Context: an optimization exercise on an open-source flow, tuned for small area. The choices shown serve that exercise and are no tape-out recipe. Only simulation tests tie the RTL to the original design; equivalence was not proved. Power figures rest on the tool's default switching activity, not on a simulated workload.

==> flow/design.v <==
package servoRegPkg;
	localparam int DATA_W = 32;
	localparam int ADDR_W = 5;
	localparam int ADC_W = 8;
	localparam int CASE_W = 3;
	localparam int DISPLAY_W = 16;
	localparam int REG_COUNT = 1 << ADDR_W;
	localparam int DISPLAY_LSB = 5;
	typedef logic [DATA_W-1:0] dataT;
	typedef logic [ADDR_W-1:0] regAddrT;
	typedef logic [ADC_W-1:0] adcSampleT;
	typedef logic [CASE_W-1:0] servoCaseT;
	typedef logic [DISPLAY_W-1:0] displayT;
	localparam regAddrT REG_ZERO = 5'd0;
	localparam regAddrT REG_ADC = 5'd1;
	localparam regAddrT REG_SERVO = 5'd2;
	localparam regAddrT REG_DISPLAY = 5'd3;
	localparam regAddrT REG_REST = 5'd5;
	localparam regAddrT REG_ACTIVE = 5'd6;
	localparam regAddrT REG_ADC_READY = 5'd8;
	function automatic logic [31:0] pulseWidthFor(
		input servoCaseT caseIn,
		input logic [31:0] pulseBase,
		input logic [31:0] pulseStep
	);
		pulseWidthFor = pulseBase + {29'd0, caseIn} * pulseStep;
	endfunction
	function automatic logic [31:0] maxPulseWidth(
		input logic [31:0] pulseBase,
		input logic [31:0] pulseStep
	);
		maxPulseWidth = pulseWidthFor(3'b111, pulseBase, pulseStep);
	endfunction
endpackage
`timescale 1ns/1ps
module ioRegFile (
	input logic clock,
	input logic rstN,
	input logic writeEnable,
	input logic clearRegs,
	input servoRegPkg::regAddrT writeAddr,
	input servoRegPkg::regAddrT readAddrA,
	input servoRegPkg::regAddrT readAddrB,
	input servoRegPkg::dataT writeData,
	input servoRegPkg::adcSampleT adcSample,
	input logic rest,
	input logic active,
	input logic adcReady,
	output servoRegPkg::dataT readDataA,
	output servoRegPkg::dataT readDataB,
	output servoRegPkg::servoCaseT servoCase,
	output servoRegPkg::displayT displayWord
);
	servoRegPkg::dataT entries [0:servoRegPkg::REG_COUNT-1];
	function automatic logic isReadOnly(input servoRegPkg::regAddrT idx);
		isReadOnly = (idx == servoRegPkg::REG_ZERO) || (idx == servoRegPkg::REG_ADC)
			|| (idx == servoRegPkg::REG_REST) || (idx == servoRegPkg::REG_ACTIVE)
			|| (idx == servoRegPkg::REG_ADC_READY);
	endfunction
	function automatic servoRegPkg::dataT sampledFor(
		input servoRegPkg::regAddrT idx,
		input servoRegPkg::adcSampleT adcIn,
		input logic restIn,
		input logic activeIn,
		input logic readyIn
	);
		sampledFor = '0;
		case (idx)
			servoRegPkg::REG_ADC: begin
				sampledFor = {{(servoRegPkg::DATA_W-servoRegPkg::ADC_W){1'b0}}, adcIn};
			end
			servoRegPkg::REG_REST: begin
				sampledFor = {{(servoRegPkg::DATA_W-1){1'b0}}, restIn};
			end
			servoRegPkg::REG_ACTIVE: begin
				sampledFor = {{(servoRegPkg::DATA_W-1){1'b0}}, activeIn};
			end
			servoRegPkg::REG_ADC_READY: begin
				sampledFor = {{(servoRegPkg::DATA_W-1){1'b0}}, readyIn};
			end
			default: begin
				sampledFor = '0;
			end
		endcase
	endfunction
	always_ff @(posedge clock or negedge rstN) begin
		if (!rstN) begin
			for (int i = 0; i < servoRegPkg::REG_COUNT; i++) begin
				entries[i] <= '0;
			end
		end else begin
			for (int i = 0; i < servoRegPkg::REG_COUNT; i++) begin
				if (isReadOnly(i[servoRegPkg::ADDR_W-1:0])) begin
					entries[i] <= sampledFor(i[servoRegPkg::ADDR_W-1:0], adcSample, rest, active, adcReady);
				end else if (clearRegs) begin
					entries[i] <= '0;
				end else if (writeEnable && (writeAddr == i[servoRegPkg::ADDR_W-1:0])) begin
					entries[i] <= writeData;
				end
			end
		end
	end
	assign readDataA = entries[readAddrA];
	assign readDataB = entries[readAddrB];
	assign servoCase = entries[servoRegPkg::REG_SERVO][servoRegPkg::CASE_W-1:0];
	assign displayWord = entries[servoRegPkg::REG_DISPLAY][servoRegPkg::DISPLAY_LSB+servoRegPkg::DISPLAY_W-1:servoRegPkg::DISPLAY_LSB];
endmodule
`timescale 1ns/1ps
module servoPwm #(
	parameter int unsigned PERIOD_CYCLES = 500000,
	parameter int unsigned PULSE_BASE = 25000,
	parameter int unsigned PULSE_STEP = 6250
) (
	input logic clock,
	input logic rstN,
	input servoRegPkg::servoCaseT servoCase,
	output logic servoOut
);
	localparam int COUNT_W = $clog2(PERIOD_CYCLES);
	typedef logic [COUNT_W-1:0] countT;
	localparam countT LAST_COUNT = countT'(PERIOD_CYCLES - 1);
	countT frameCount;
	logic frameStart;
	servoRegPkg::servoCaseT latchedCase;
	servoRegPkg::servoCaseT activeCase;
	countT pulseWidth;
	assign frameStart = (frameCount == '0);
	assign activeCase = frameStart ? servoCase : latchedCase;
	assign pulseWidth = countT'(servoRegPkg::pulseWidthFor(activeCase, PULSE_BASE, PULSE_STEP));
	always_ff @(posedge clock or negedge rstN) begin
		if (!rstN) begin
			frameCount <= '0;
		end else if (frameCount == LAST_COUNT) begin
			frameCount <= '0;
		end else begin
			frameCount <= frameCount + countT'(1);
		end
	end
	always_ff @(posedge clock or negedge rstN) begin
		if (!rstN) begin
			latchedCase <= '0;
		end else if (frameStart) begin
			latchedCase <= servoCase;
		end
	end
	always_ff @(posedge clock or negedge rstN) begin
		if (!rstN) begin
			servoOut <= 1'b0;
		end else begin
			servoOut <= (frameCount < pulseWidth);
		end
	end
endmodule
`timescale 1ns/1ps
module sampleTick #(
	parameter int unsigned TICK_DIVIDE = 500
) (
	input logic clock,
	input logic rstN,
	output logic adcReady
);
	localparam int COUNT_W = $clog2(TICK_DIVIDE);
	typedef logic [COUNT_W-1:0] tickCountT;
	localparam tickCountT LAST_COUNT = tickCountT'(TICK_DIVIDE - 1);
	tickCountT tickCount;
	always_ff @(posedge clock or negedge rstN) begin
		if (!rstN) begin
			tickCount <= '0;
			adcReady <= 1'b0;
		end else if (tickCount == LAST_COUNT) begin
			tickCount <= '0;
			adcReady <= 1'b1;
		end else begin
			tickCount <= tickCount + tickCountT'(1);
			adcReady <= 1'b0;
		end
	end
endmodule
`timescale 1ns/1ps
module servoRegSystem #(
	parameter int unsigned PERIOD_CYCLES = 500000,
	parameter int unsigned PULSE_BASE = 25000,
	parameter int unsigned PULSE_STEP = 6250,
	parameter int unsigned TICK_DIVIDE = 500
) (
	input logic clock,
	input logic rstN,
	input logic writeEnable,
	input logic clearRegs,
	input servoRegPkg::regAddrT writeAddr,
	input servoRegPkg::regAddrT readAddrA,
	input servoRegPkg::regAddrT readAddrB,
	input servoRegPkg::dataT writeData,
	input servoRegPkg::adcSampleT adcSample,
	input logic rest,
	input logic active,
	output servoRegPkg::dataT readDataA,
	output servoRegPkg::dataT readDataB,
	output logic servoOut,
	output servoRegPkg::displayT displayWord
);
	logic adcReady;
	servoRegPkg::servoCaseT servoCase;
	ioRegFile ioRegFile_inst (
		.clock(clock),
		.rstN(rstN),
		.writeEnable(writeEnable),
		.clearRegs(clearRegs),
		.writeAddr(writeAddr),
		.readAddrA(readAddrA),
		.readAddrB(readAddrB),
		.writeData(writeData),
		.adcSample(adcSample),
		.rest(rest),
		.active(active),
		.adcReady(adcReady),
		.readDataA(readDataA),
		.readDataB(readDataB),
		.servoCase(servoCase),
		.displayWord(displayWord)
	);
	servoPwm #(
		.PERIOD_CYCLES(PERIOD_CYCLES),
		.PULSE_BASE(PULSE_BASE),
		.PULSE_STEP(PULSE_STEP)
	) servoPwm_inst (
		.clock(clock),
		.rstN(rstN),
		.servoCase(servoCase),
		.servoOut(servoOut)
	);
	sampleTick #(
		.TICK_DIVIDE(TICK_DIVIDE)
	) sampleTick_inst (
		.clock(clock),
		.rstN(rstN),
		.adcReady(adcReady)
	);
endmodule
==> flow/run.sh <==
#!/bin/bash
# synth_recipe.tcl (not shown) runs the flow's synth.tcl, then flattens the netlist and writes it again
# the make line also repeats each setting of config.mk as NAME=value (left out here)
make -C /OpenROAD-flow-scripts/flow DESIGN_CONFIG=/design/flow/config.mk WORK_HOME=/design/flow/orfs CLKGATE_MAP_FILE= SYNTH_SCRIPT=/design/flow/synth_recipe.tcl finish
==> flow/config.mk <==
export PLATFORM = sky130hd
export DESIGN_NAME = servoRegSystem
export DESIGN_NICKNAME = servoRegSystem
export VERILOG_FILES = /design/flow/design.v
export SDC_FILE = /design/flow/constraint.sdc
export NUM_CORES = 4
export LEC_CHECK = 0
export CAP_MARGIN = 20
export CORE_MARGIN = 2
export CORE_UTILIZATION = 40
export SLEW_MARGIN = 20
==> flow/constraint.sdc <==
create_clock -name core_clock -period 10.0 [get_ports {clock}]
set_input_delay 2.0000 -clock core_clock [delete_from_list [all_inputs] [get_ports {clock}]]
set_output_delay 2.0000 -clock core_clock [all_outputs]
set_load 0.01 [all_outputs]
==> impl_metrics.json <==
{
  "outcome": "timing/DRC/antenna clean",
  "slew_headroom": 0.132,
  "clk_pin_slew_ns": 0.06,
  "crit_path_start": "readAddrB[4]",
  "yosys-top-cells-area": "dfrtp_1 49%, nand2_1 14%, a21oi_1 9.4%",
  "yosysWarnings": 4,
  "fp.dieArea_sq_mm": 0.119,
  "leakage_nw": 20.8,
  "yosys_register_bits": 908,
  "viasPerCell": 7.14,
  "syn_nets": 5623,
  "synth_common_cells": "1777 x nand2_1, 908 x dfrtp_1, 879 x a21oi_1",
  "synth_ff_type": "dfrtp_1",
  "synth_edf_count": 0,
  "first_pass_iters": 11,
  "crit_required_ns": 8.00,
  "grt_use_met3": 0.201,
  "cts_buffer_depth": 3,
  "std_cell_rows": 125,
  "hold_path_class": "register to register",
  "track_usage": 0.423,
  "rrSetupSlack_ns": 4.83,
  "antenna_found_initial": 8,
  "r2r_start": "servoPwm_inst.frameCount[1]$_DFF_PN0_",
  "synthArstFlopShare": 1.00,
  "timing.final.ws_setup_ns": 1.34,
  "criticalPathCategory": "input port to output pin",
  "power_density_mw_per_mm2": 155,
  "n_fill_cell": 11144,
  "ctsRootBufferMaster": "clkbuf_16",
  "max_freq_ghz": 0.115,
  "rsz0062_at_grt": "false",
  "cp.depth": 8,
  "finalCritPeriodShare": 0.866,
  "ctsResizeCount": 0,
  "drt_iter0_markers": 10312,
  "worstSetupStartpointType": "input port",
  "wl_per_cell_um": 37.3,
  "cts_tree": "done",
  "multi_input_area_sq_mm": 0.0223,
  "yosysUniqueCellTypes": 61,
  "path_cells": "clkdlybuf4s50_1, nand2_1, nor2_4, buf_4, a22oi_1, nand4_1, or3_1, clkdlybuf4s50_1",
  "die-height_um": 345,
  "wl_um": 261000,
  "setup_tns_ns": 0,
  "grt_max_degree": 221,
  "crit_path_frequent_cell": "clkdlybuf4s50_1",
  "critPathBufInv": 3,
  "grt_overflow": 0,
  "cp_slowest_cell": "clkdlybuf4s50_1",
  "grt_pass1_wl_um": 360000,
  "crit_arrival_ns": 6.66,
  "ant_nets": 0,
  "insertion_delay_ns": 0.72,
  "path_delay_family": "buffers and inverters",
  "worst_slew_pin_slew_ns": 1.30,
  "vias": 49995,
  "place_congestion": 0.980,
  "preCtsSetupSlack_ns": 1.77,
  "die_w_um": 345,
  "endpoint": "readDataB[13]",
  "grt_use_met2": 0.566,
  "reg2reg_depth": 19,
  "yosysSeqAreaShare": 0.488,
  "boundaryPins": 142,
  "ctsHoldBuffers": 0,
  "critPathMaxFanout": 16,
  "fin_crit_ns": 8.66,
  "grt_pass1_vias": 45909,
  "hold_viol": 0,
  "grt_use_met1": 0.554,
  "synthMostInstantiatedCell": "nand2_1",
  "numCtsBuffers": 104,
  "cts_sinks": 908,
  "final-seq-area_sq_mm": 0.0227,
  "syn2layout_area_growth_pct": 14.4,
  "irDropWorstVdd_uv": 158,
  "h-tree-depth": 3,
  "cap_viol_max_count": 0,
  "end_kind": "output pin",
  "r2r-end": "servoPwm_inst.servoOut$_DFF_PN0_",
  "setup_viol": 0,
  "grt.busiest_layer": "met2",
  "drive_above_1_share": 0.0872,
  "hpwl_um": 144000,
  "avgSynthCellArea_sq_um": 8.42,
  "drc": 0,
  "cts_setup_buffers": 0,
  "slew_viol_final": 0,
  "start_util": 0.402,
  "skew_ns": 0.0279,
  "synth_cells": 5536,
  "synthesis.area_sq_mm": 0.0466,
  "nets": 5480,
  "max_stage_delay_ns": 1.11,
  "synth_top_cell_area_share": 0.488,
  "core_area_sq_mm": 0.116,
  "port_buffers": 141,
  "synth_area_leader_cell": "dfrtp_1"
}
[power breakdown]
group	switching (W)	internal, W	total, W
Clock	0.00169	0.00236	0.00404
Combinational	0.000426	0.0000830	0.000509
Sequential	0.0000337	0.00370	0.00373
[metal layers]
| metal | share of wire | wire length (um) |
|---|---|---|
| met5 | 0.00075 | 195 |
| met4 | 0.077 | 20100 |
| met3 | 0.17 | 45000 |
| met2 | 0.38 | 100000 |
| met1 | 0.37 | 95400 |
[worst min path at each step]
stage	start	end	cells after the start
6_report	sampleTick_inst.adcReady$_DFF_PN0_	ioRegFile_inst.entries[8][0]$_DFF_PN0_	0
4_1_cts	sampleTick_inst.adcReady$_DFF_PN0_	ioRegFile_inst.entries[8][0]$_DFF_PN0_	0
3_5_place_dp	sampleTick_inst.adcReady$_DFF_PN0_	ioRegFile_inst.entries[8][0]$_DFF_PN0_	0
5_1_grt	sampleTick_inst.adcReady$_DFF_PN0_	ioRegFile_inst.entries[8][0]$_DFF_PN0_	0
2_1_floorplan	sampleTick_inst.adcReady$_DFF_PN0_	ioRegFile_inst.entries[8][0]$_DFF_PN0_	0
3_3_place_gp	sampleTick_inst.adcReady$_DFF_PN0_	ioRegFile_inst.entries[8][0]$_DFF_PN0_	0
[cells in the final DEF (no fill, tap or decap), types with 15 or more instances in the layout]
| cell | count |
|---|---|
| dfrtp_1 | 908 |
| nand4_1 | 128 |
| a221oi_1 | 234 |
| nor2b_1 | 15 |
| clkinv_2 | 20 |
| nor2_1 | 57 |
| clkbuf_16 | 107 |
| a22oi_1 | 326 |
| a22o_1 | 234 |
| a222oi_1 | 44 |
| nor3_2 | 20 |
| clkbuf_8 | 20 |
| nand2_1 | 1760 |
| clkbuf_1 | 17 |
| or3_1 | 26 |
| clkdlybuf4s50_1 | 135 |
| ha_1 | 25 |
| nand3_1 | 69 |
| nand2_2 | 15 |
| inv_1 | 15 |
| xnor2_1 | 23 |
| a21oi_1 | 879 |
| nor2_4 | 54 |
| or2_2 | 21 |
| buf_4 | 149 |
[layout make-up]
| type | instances | share of cell area |
|---|---|---|
| Inverter | 15 | 0.00106 |
| Multi-Input combinational cell | 4062 | 0.418 |
| Sequential cell | 908 | 0.426 |
| Clock inverter | 40 | 0.00978 |
| Clock buffer | 144 | 0.0566 |
| Timing Repair Buffer | 302 | 0.0518 |
| Antenna cell | 11 | 0.000516 |
| Tap cell | 1524 | 0.0358 |
[through the flow]
stage          std cells  utilization  total power, W  area [sq um]  hold WS (ns)
2_1_floorplan       5536            -         0.00399         46600         0.331
3_3_place_gp        6810        0.429         0.00428         49800         0.338
3_5_place_dp        6811        0.430         0.00428         49800         0.341
4_1_cts             6995        0.460         0.00826         53300         0.355
5_1_grt             6998        0.460         0.00844         53300         0.367
6_report            7006        0.460         0.00829         53300         0.350
[worst register-to-register path, cell delays in order (launching register included)]
cell and delay (ns):
dfrtp_1 0.43, inv_1 0.07, ha_1 0.16, nor4b_4 0.23, and3_2 0.27, a21boi_0 0.13, nor2_1 0.39, inv_1 0.09
ha_1 0.25, fa_1 0.63, nor4_1 0.10, or4b_1 0.56, a221o_1 0.38, xnor2_1 0.20, ha_1 0.29, a21o_1 0.18
a21oi_1 0.12, o21ai_0 0.10, a221oi_1 0.31, o311a_1 0.22
[flip-flops by register name, indices dropped and copies added, names as in the netlist]
register and cells:
servoPwm_inst.latchedCase 3, sampleTick_inst.adcReady 1, servoPwm_inst.frameCount 19, servoPwm_inst.servoOut 1
sampleTick_inst.tickCount 9, ioRegFile_inst.entries 875
[cell families (layout without fill, tap and decap cells)]
kind of cell | Yosys count | after routing | synth area share
buffers and inverters | 566 | 501 | 0.0477
other | 0 | 11 | 0
DFF | 908 | 908 | 0.488
adders and majority gates | 28 | 28 | 0.00757
AOI/OAI and AO/OA | 1745 | 1745 | 0.249
and+or+nand+nor | 2243 | 2243 | 0.200
muxes | 9 | 9 | 0.00201
xor gates and xnor gates | 37 | 37 | 0.00695

[separate check: timing with driven ports]
No port has a modelled driver above. Below, the same layout with a new extraction and two added sets of constraints. Step 1 sets driving cells, clkbuf_16 on the clock port and buf_2 on the other inputs (assumed; they add their load-dependent delay and slew). Step 2 moves the port delays by t, midway between the first and last clock arrival at a register: inputs arrive t later, outputs are due t later. That takes back most of the time a late clock gives input paths. Slacks: ideal / step 1 / step 2; pairs: ideal / step 1.
t (ns): 0.782
setup WS [ns]: 1.341 / 1.320 / 1.320
worst slew at a driven data input, ns: 0.16
After both steps this run still meets setup and hold. The setup slack of this run moves by -0.021 ns with the drivers and by -0.021 ns with both steps.
